From an optimization exercise on the open Yosys and OpenROAD flow, aimed at small area, a short achievable clock period and few clock cycles per item; shortcuts taken in it are not production practice.
In this exercise RTL edits were held to simulation tests only and were not proved equivalent to the original.
No activity file was given, so power comes from the tool's default toggle rates.

==> flow/design.v (outline; a module is shown in full before it is edited, if it fits) <==
// module conv_cs3: 737 lines
// module conv_cs3c: 899 lines
// module conv_cs2c: 617 lines
// module conv_cs1cb: 396 lines
// module cnn_top: 323 lines
module cnn_top (
    input  logic              clk,
    input  logic              rst,
    input  logic              load_en,
    input  logic [6:0]        load_addr,
    input  logic signed [7:0] load_data,
    input  logic              start,
    input  logic [1:0]        class_sel,
    output logic signed [7:0] score,
    output logic              conv_done,
    output logic              pool_done,
    output logic              dense_done
);
  // ...
==> flow/run.sh <==
#!/bin/bash
# synth_recipe.tcl (not shown) runs the flow's synth.tcl, then flattens the netlist and writes it again
# the make line also repeats each setting of config.mk as NAME=value (left out here)
make -C /OpenROAD-flow-scripts/flow DESIGN_CONFIG=/design/flow/config.mk WORK_HOME=/design/flow/orfs CLKGATE_MAP_FILE= SYNTH_SCRIPT=/design/flow/synth_recipe.tcl finish
==> flow/config.mk <==
export PLATFORM = sky130hd
export DESIGN_NAME = cnn_top
export DESIGN_NICKNAME = cnn_top
export VERILOG_FILES = /design/flow/design.v
export SDC_FILE = /design/flow/constraint.sdc
export NUM_CORES = 4
export LEC_CHECK = 0
export CAP_MARGIN = 20
export CORE_MARGIN = 2
export CORE_UTILIZATION = 40
export SETUP_SLACK_MARGIN = 5
export SLEW_MARGIN = 20
==> flow/constraint.sdc <==
create_clock -name core_clock -period 12.0 [get_ports {clk}]
set_input_delay 2.4000 -clock core_clock [delete_from_list [all_inputs] [get_ports {clk}]]
set_output_delay 2.4000 -clock core_clock [all_outputs]
set_load 0.01 [all_outputs]
==> key figures, run 1 <==
Yosys
  – Area fraction of the dominant cell type after synthesis: 22.0%
  – Sequential-to-total area share from yosys stat: 44.0%
  – Cell Area, Synth: 70000 sq um
  – Post-synthesis compound-gate area fraction: approximately 13%
  – Most used DFF post-synth: dfxtp_1

Setup path
  – CP required: 9600 ps
  – Worst r2r src: pool[4]
  – Cell family with most CP delay: buffers and inverters
  – Critical path startpoint: class_sel[0]
  – R2R depth: 17

Floorplan
  – Die Y: ~420 microns

Power and ir drop
  – Int Pwr: 11.9 mW
  – Clock power frac: 22.4%
  – Seq. pwr: 6.42 mW
  – Clock net power: 4.29 mW
  – Pwr Density: 249 nW/um^2
  – Leak: 33.1 nW

CTS
  – Post-CTS setup buffer count: 0
  – CTS tree: yes

Run status
  – Status: complete, no violations

Hold path
  – Worst hold path type: flop to flop

Route
  – Mean routed wirelength per cell: 19.5 microns
  – Vias per inst: 5.23
  – M1 WL: about 74000 microns
  – Final wirelength: 172000 microns

Timing
  – F_max: between 0.15 and 0.2 GHz
  – RSZ-0062 raised after global routing: false

Final layout
  – Buffer share of cell area: 0.833%
  – Post-layout utilization of the core: roughly 44%
  – Max reg flops: 512

Global route
  – Initial antenna violation count: 4
  – Met3 Track Usage GR: roughly 2.6%
Testbench counts, summed over its fixed seeds: cycles 9,360, frames 128.
==> inputs of run 2 (changes only) <==
--- a/flow/config.mk
+++ b/flow/config.mk
@@ -7,6 +7,6 @@
 export LEC_CHECK = 0
 export CAP_MARGIN = 20
 export CORE_MARGIN = 2
-export CORE_UTILIZATION = 40
+export CORE_UTILIZATION = 60
 export SETUP_SLACK_MARGIN = 5
 export SLEW_MARGIN = 20
==> key figures, run 2 <==
Run status
  – Status: complete, no violations

Yosys
  – Synth Instances: between 6000 and 7000
  – Simple-gate area share of the yosys netlist: 12.3%
  – Post-synth ARST share: 0%
  – Top-count cell post-synth: nand2_1
  – Post-synthesis xor/xnor area fraction: 0.967%
  – Synth Area in Adders: between 20% and 30%
  – Most used DFF post-synth: dfxtp_1
  – Post-synth cell types: 80
  – Post-synth EDFFs: 513
  – Cell Area, Synth: 70000 sq um (unchanged)
  – Avg Synthesized Cell Area: 10.8 sq um
  – Largest family of logic cells by synthesized area: adder cells
  – Post-synthesis compound-gate area fraction: 13.0% (unchanged)
  – Syn. warnings: 15
  – Area fraction of the dominant cell type after synthesis: 22.0% (unchanged)
  – Ranking of synthesized cells by area: edfxtp_1 22%, dfxtp_1 22%, fa_1 19%
  – Synth Register Bits: 1280
  – Post-synthesis mux area share: 0.486%
  – Leading area contributor after synthesis: edfxtp_1
  – Post-Syn Nets: 7377
  – List of most frequent post-synthesis cells: 918 x nand2_1, 879 x inv_1, 767 x dfxtp_1, 661 x fa_1, 513 x edfxtp_1
  – Sequential-to-total area share from yosys stat: 44.0% (unchanged)

Timing
  – Fin worst setup slack: 5330 ps
  – Final setup fails: 0
  – Hold Vio Cnt, Final: 0
  – Final hold slack: between 300 and 400 ps
  – F_max: 0.150 GHz (-0.14%)
  – Final min period: 6670 ps
  – Final period utilization: 55.6%
  – Max-slew headroom: 23.1%
  – Fin. max-slew vios: 0
  – Setup TNS: 0 ps
  – Tightest Pin Transition: between 1000 and 1500 ps
  – RSZ-0062 raised after global routing: false
  – Skew final: 27.5 ps

Setup path
  – Cell family with most CP delay: buffers and inverters
  – CP required: 9600 ps (about the same)
  – Max incr delay on CP: approximately 800 ps
  – CP most frequent cell: clkdlybuf4s50_1
  – Critical path cell sequence: clkdlybuf4s50_1 -> mux4_2 -> clkdlybuf4s50_1
  – R2R depth: 16 (-1)
  – Worst EP arrival: 4270 ps
  – Buf/Inv on CP: 2
  – Critical Path Source Type: input pin
  – WP depth: 3
  – CP Capture Type: output pin
  – Critical path class: input pin to output pin
  – Crit path max fanout: 8
  – Slowest stage cell, crit path: clkdlybuf4s50_1

Final layout
  – Post-layout utilization of the core: 65.7% (+21 points)
  – Most common cell after layout, fill and taps aside: nand2_1
  – Final non-filler cell total: 8031
  – Reg with most FFs: ring
  – Max reg flops: 512 (unchanged)
  – Layout Area Growth over Synthesis: 8.73%
  – Share of post-route cells with drive strength above 1: 5.03%
  – Layout Nets: 7307
  – Most frequent cells in the layout: 918 x nand2_1, 879 x inv_1, 767 x dfxtp_1
  – Fin area: roughly 76000 sq um
  – Top flop regs: ring x512, dw x288, ker x72

CTS
  – CTS Hold Bufs: 0
  – TritonCTS buffer count: 139
  – CTS tree: yes
  – CTS Sinks: about 1300
  – Max clock buf depth: 3
  – Post-CTS setup buffer count: 0 (unchanged)
  – CTS clk-pin slew, worst paths: 60 ps
  – CTS Root Cell: clkbuf_16
  – H-tree levels: 4
  – Gates resized, CTS repair: 0
  – Worst-Skew Late Latency: around 760 ps

Power and ir drop
  – Int Pwr: 11.9 mW (+0.42%)
  – Psw: 7.36 mW
  – Pwr Density: 253 nW/um^2 (+1.8%)
  – Sw Share: 38.2%
  – Reg power frac: between 30% and 40%
  – Clock power frac: 22.6% (+0.2 points)
  – Total power: about 19 mW
  – Comb power frac: 44.2%
  – Peak supply drop: 303 uV
  – Leak: 33.1 nW (about the same)

Route
  – Drc violations: 0
  – DRT iter0 DRCs: between 3000 and 4000
  – Final wirelength: 167000 microns (-2.7%)
  – Routed Antenna Nets: 0
  – Vias: 46063
  – Mean routed wirelength per cell: 20.8 microns (+6.9%)
  – First-pass DRT Iterations: 8
  – Vias per inst: 5.74 (+9.7%)

Floorplan
  – Die area: 119000 sq um
  – Die W: approximately 350 microns
  – Core footprint: 116000 sq um
  – Starting density of the core: 60.4%
  – Die Y: 346 microns (-18%)
  – Ports: 32
  – Row count: 125

Global route
  – Tot GR Track Use: 28.3%
  – Largest net degree at the start of global routing: 261
  – Global route overflow: 0
  – Initial antenna violation count: 7 (+3)
  – First-pass GRT wire length: 266000 microns
  – Vias in the first global route: 46820

Place
  – Gpl congestion: 0.869
  – Dpl hpwl: approximately 120000 microns
  – Place WS: 5300 ps
  – Post-DP Area: approximately 70000 sq um
  – Cells after DPL: 7777
  – Port bufs: 31

Run
  – Max Cap Viol: 0

Hold path
  – Hold depth: 0
  – Worst hold path type: flop to flop
## run 2: cell counts after synthesis
No cell type changed its count.
## run 2: kinds of logic after synthesis
logic type / count (synthesis)
buf+inv: 1163
flops: 1280
xor+xnor: 67
mux: 24
compound gates: 1202
fa+ha+maj: 891
simple gates: 1838
## run 2: final timing paths
path                    to    startpoint  slack (ps)
setup reg to reg  acur[18]       pool[6]        5990
setup / recovery  score[3]  class_sel[0]        5330
hold / removal      cy3[0]        cy2[0]         340
hold reg to reg     cy3[0]        cy2[0]         340
## run 2: area by class of cell
cell class	count	area, sq um
fill	9232	39800
multi-input combinational	4022	34800
sequential	1280	30800
clock buffer	182	3840
inverter	880	3300
tap	1524	1910
clock inverter	66	798
timing repair buffer	72	647
antenna	5	12.5
## run 2: worst register-to-register path: cells and delay by family (launching register included)
kind / cells / cell delay, ps
xor gates and xnor gates: 1 / 190
buffers and inverters: 1 / 50
adders and majority gates: 6 / 2730
and+or+nand+nor: 1 / 180
AOI/OAI and AO/OA: 7 / 1890
DFF: 1 / 830
## run 2: metal layers
layer / vias up / track usage, % / part of all wire, %
li1: 21457 / - / -
met1: 23010 / 39.2 / 44
met2: 1326 / 46.5 / 48
met3: 266 / 4.18 / 5.9
met4: 4 / 8.92 / 2.8
met5: - / 0 / 0.016
## run 2: power groups by stage
stage / Sequential [mW] / Combinational, mW / Clock, mW
final: 6.41 / 8.52 / 4.36
after global routing: 6.49 / 10.2 / 4.60
after CTS: 6.39 / 8.76 / 4.43
after detailed placement: 6.48 / 8.70 / 0
after global placement: 6.47 / 8.33 / 0
after floorplan: 6.12 / 6.54 / 0
==> inputs of run 3 (changes only) <==
==> flow/flow/run.sh (new file) <==
#!/bin/bash
set -euo pipefail
bash standard.sh SETUP_SLACK_MARGIN=6.4 "BUFFER_PORTS_ARGS=-buffer_cell sky130_fd_sc_hd__buf_4" finish > standard_flow.log 2>&1
==> flow/standard.sh (new file) <==
#!/bin/bash
# synth_recipe.tcl (not shown) runs the flow's synth.tcl, then flattens the netlist and writes it again
# the make line also repeats each setting of config.mk as NAME=value (left out here)
make -C /OpenROAD-flow-scripts/flow DESIGN_CONFIG=/design/flow/config.mk WORK_HOME=/design/flow/orfs CLKGATE_MAP_FILE= SYNTH_SCRIPT=/design/flow/synth_recipe.tcl "${@:-finish}"
removed: flow/run.sh
==> key figures, run 3 <==
Run status
  – Status: complete, no violations

Global route
  – Initial antenna violation count: 8 (+1)
  – First-pass GRT wire length: 268000 microns (+0.44%)
  – Vias in the first global route: 46965 (+0.31%)
  – Tot GR Track Use: 28.5% (+0.19 points)
  – Global route overflow: 0 (unchanged)
  – Largest net degree at the start of global routing: 214 (-18%)

Final layout
  – Layout Nets: 7323 (+0.22%)
  – Share of post-route cells with drive strength above 1: 5.90% (+0.87 points)
  – Most frequent cells in the layout: 918 x nand2_1, 879 x inv_1, 767 x dfxtp_1
  – Max reg flops: 512 (unchanged)
  – Most common cell after layout, fill and taps aside: nand2_1
  – Layout Area Growth over Synthesis: 8.81% (about the same)
  – Top flop regs: ring x512, dw x288, ker x72
  – Reg with most FFs: ring

Yosys
  – Sequential-to-total area share from yosys stat: 44.0% (unchanged)
  – List of most frequent post-synthesis cells: 918 x nand2_1, 879 x inv_1, 767 x dfxtp_1, 661 x fa_1, 513 x edfxtp_1
  – Simple-gate area share of the yosys netlist: 12.3% (unchanged)
  – Synth Register Bits: 1280 (unchanged)
  – Post-synthesis xor/xnor area fraction: 0.967% (unchanged)
  – Post-synthesis compound-gate area fraction: 13.0% (unchanged)
  – Top-count cell post-synth: nand2_1
  – Post-Syn Nets: 7377 (unchanged)
  – Synth Instances: 6465 (unchanged)
  – Avg Synthesized Cell Area: 10.8 sq um (unchanged)
  – Cell Area, Synth: 70000 sq um (unchanged)
  – Largest family of logic cells by synthesized area: adder cells
  – Post-synthesis mux area share: 0.486% (unchanged)
  – Syn. warnings: 15 (unchanged)
  – Ranking of synthesized cells by area: edfxtp_1 22%, dfxtp_1 22%, fa_1 19%
  – Post-synth EDFFs: 513 (unchanged)
  – Area fraction of the dominant cell type after synthesis: 22.0% (unchanged)
  – Post-synth cell types: 80 (unchanged)
  – Leading area contributor after synthesis: edfxtp_1
  – Most used DFF post-synth: dfxtp_1
  – Post-synth ARST share: 0% (unchanged)
  – Synth Area in Adders: 23.0% (unchanged)

Place
  – Port bufs: 31 (unchanged)
  – Dpl hpwl: 119000 microns (+0.89%)
  – Gpl congestion: 0.857 (-1.4%)

Timing
  – RSZ-0062 raised after global routing: true
  – Final min period: 5640 ps (-1030 ps)
  – Setup TNS: 0 ps (unchanged)
  – Hold Vio Cnt, Final: 0 (unchanged)
  – Final setup fails: 0 (unchanged)
  – Final period utilization: 47.0% (-8.6 points)
  – Skew final: 30.8 ps (+3.29 ps)
  – F_max: 0.177 GHz (+18%)
  – Tightest Pin Transition: 1120 ps (-33.6 ps)
  – Max-slew headroom: 25.6% (+2.5 points)
  – Fin. max-slew vios: 0 (unchanged)

Route
  – Vias per inst: 5.71 (-0.41%)
  – Routed Antenna Nets: 0 (unchanged)
  – Vias: 45982 (-0.18%)
  – Drc violations: 0 (unchanged)
  – Mean routed wirelength per cell: 21.0 microns (+0.88%)
  – First-pass DRT Iterations: 8 (unchanged)
  – DRT iter0 DRCs: 3419 (-11%)
  – Final wirelength: 169000 microns (+1.1%)

Power and ir drop
  – Peak supply drop: 302 uV (-0.44%)
  – Int Pwr: 11.8 mW (-1.2%)
  – Comb power frac: 44.9% (+0.7 points)
  – Reg power frac: 33.4% (+0.2 points)
  – Pwr Density: 252 nW/um^2 (-0.50%)
  – Sw Share: 38.7% (+0.48 points)
  – Total power: 19.2 mW (-0.43%)
  – Leak: 33.2 nW (+0.26%)
  – Psw: 7.43 mW (+0.82%)
  – Clock power frac: 21.7% (-0.9 points)

CTS
  – Worst-Skew Late Latency: 750 ps (about the same)
  – CTS clk-pin slew, worst paths: 60 ps (about the same)
  – CTS Root Cell: clkbuf_16
  – Max clock buf depth: 3 (unchanged)
  – H-tree levels: 4 (unchanged)
  – CTS Sinks: 1280 (unchanged)
  – TritonCTS buffer count: 137 (-1.4%)
  – CTS tree: yes

Setup path
  – Critical path startpoint: class_sel[0]
  – CP required: 9600 ps (about the same)
  – Worst EP arrival: 3240 ps (-1030 ps)
  – Critical path cell sequence: buf_12 -> mux4_2 -> buf_6
  – Buf/Inv on CP: 2 (unchanged)
  – Crit path max fanout: 8 (unchanged)
  – Cell family with most CP delay: multiplexers
  – Worst r2r src: pool[3]
  – CP Capture Type: output pin
  – Max incr delay on CP: 570 ps (-230 ps)
  – Slowest stage cell, crit path: mux4_2
  – Critical Path Source Type: input pin
  – Critical path class: input pin to output pin

Floorplan
  – Ports: 32 (unchanged)
  – Die Y: 346 microns (unchanged)
  – Row count: 125 (unchanged)
  – Die W: 346 microns (unchanged)
  – Die area: 119000 sq um (unchanged)
  – Starting density of the core: 60.4% (unchanged)
  – Core footprint: 116000 sq um (unchanged)

Hold path
  – Worst hold path type: flop to flop
  – Min-delay src: cy1[0]

Run
  – Max Cap Viol: 0 (unchanged)
[run 3: cell count changes in the layout (fill, tap and decap cells not counted), moves of 5 or more]
cell             before  now
clkbuf_8              9   23
buf_4                45   76
clkbuf_16           144  139
bufinv_16            15    6
a311oi_1              7    2
clkdlybuf4s50_1      23    0
clkinv_2             14   19
buf_6                 1    9
a311oi_2              1    6
[run 3: logic make-up (layout without fill, tap and decap cells)]
group / count (synthesis) / count (layout)
and+or+nand+nor: 1838 / 1838
xor gates and xnor gates: 67 / 67
buffers and inverters: 1163 / 1219
other: 0 / 5
AOI/OAI and AO/OA: 1202 / 1202
adders and majority gates: 891 / 891
muxes: 24 / 24
DFF: 1280 / 1280
[run 3: path summary, 6_finish.rpt]
path                            cells after the start        to  slack [ps]
worst min-delay path                                0    cy2[0]         330
worst max register to register                     17  acur[18]        6640
worst max-delay path                                3  score[2]        6360
worst min register to register                      0    cy2[0]         330
[run 3: stage by stage]
stage,util [%],worst slack [ps],hold WS (ps),area (sq um),instances
CTS,65.6,6350,325,76000,8039
detailed placement,61.6,5520,313,71400,7778
finish,65.7,6360,326,76200,8050
global route,65.7,6350,334,76100,8048
floorplan,-,6460,310,70000,6465
global placement,61.6,5650,314,71400,7778
[run 3: power by group through the flow]
stage	clock, mW	sequential, mW	combinational [mW]
after floorplan	0	6.12	6.54
after global placement	0	6.47	8.38
after detailed placement	0	6.48	8.74
after CTS	4.24	6.39	8.80
after global routing	4.42	6.49	10.3
final	4.17	6.41	8.62
[run 3: per-layer routing]
| metal | wire (microns) | up-vias | global-route usage (%) |
|---|---|---|---|
| li1 | - | 21488 | - |
| met1 | 74600 | 23029 | 39.3 |
| met2 | 80700 | 1177 | 47.1 |
| met3 | 9240 | 282 | 4.21 |
| met4 | 4560 | 6 | 8.58 |
| met5 | 31 | - | 0 |
[run 3: area by class of cell]
cell class	instances	area, sq um
Inverter	880	3300
Clock inverter	57	564
Sequential cell	1280	30800
Multi-Input combinational cell	4022	34900
Tap cell	1524	1910
Clock buffer	192	3890
Antenna cell	5	12.5
Fill cell	9275	39700
Timing Repair Buffer	90	785
[run 3: what timing repair did]
item | CTS | global route
buffers inserted | 12 | 5
gates cloned | 0 | 1
endpoints found under the hold margin | 0 | 0
resized for setup | 16 | 12
hold buffers | 0 | 0
pin swaps | 0 | 0
endpoints found under the setup margin | 40 | 97

-- what the ideal ports hide --
The flow's constraints put no driver on any port. The routed layouts listed below were extracted and timed again, unchanged, in two steps.
Step 1 sets driving cells, clkbuf_16 on the clock port and buf_2 on the other inputs (assumed; they add their load-dependent delay and slew).
Step 2 adds t to the input delays and takes it off the output delays; t is the mean of the earliest and latest rising clock arrival at the registers after step 1. Input paths then give back, and output paths get back, about the clock's delay inside the block.
Three values: ideal, step 1, step 2; two values: the first two.
| run | t, ns | slack for setup (ns) | worst setup path after step 2 | latest minus earliest clock arrival (ns) | worst data-port slew with drivers (ns) |
|---|---|---|---|---|---|
| run 1 | 0.827 | 5.341 / 5.309 / 5.309 | input to output | 0.022 / 0.023 | 0.15 |
| run 2 | 0.824 | 5.332 / 5.302 / 5.222 | input to register | 0.029 / 0.029 | 0.17 |
| run 3 | 0.814 | 6.360 / 6.294 / 5.939 | input to register | 0.035 / 0.036 | 0.18 |
After both steps every run listed still meets setup and hold. The setup slack of run 3, which loses most, moves by -0.066 ns with the drivers and by -0.421 ns with both steps.
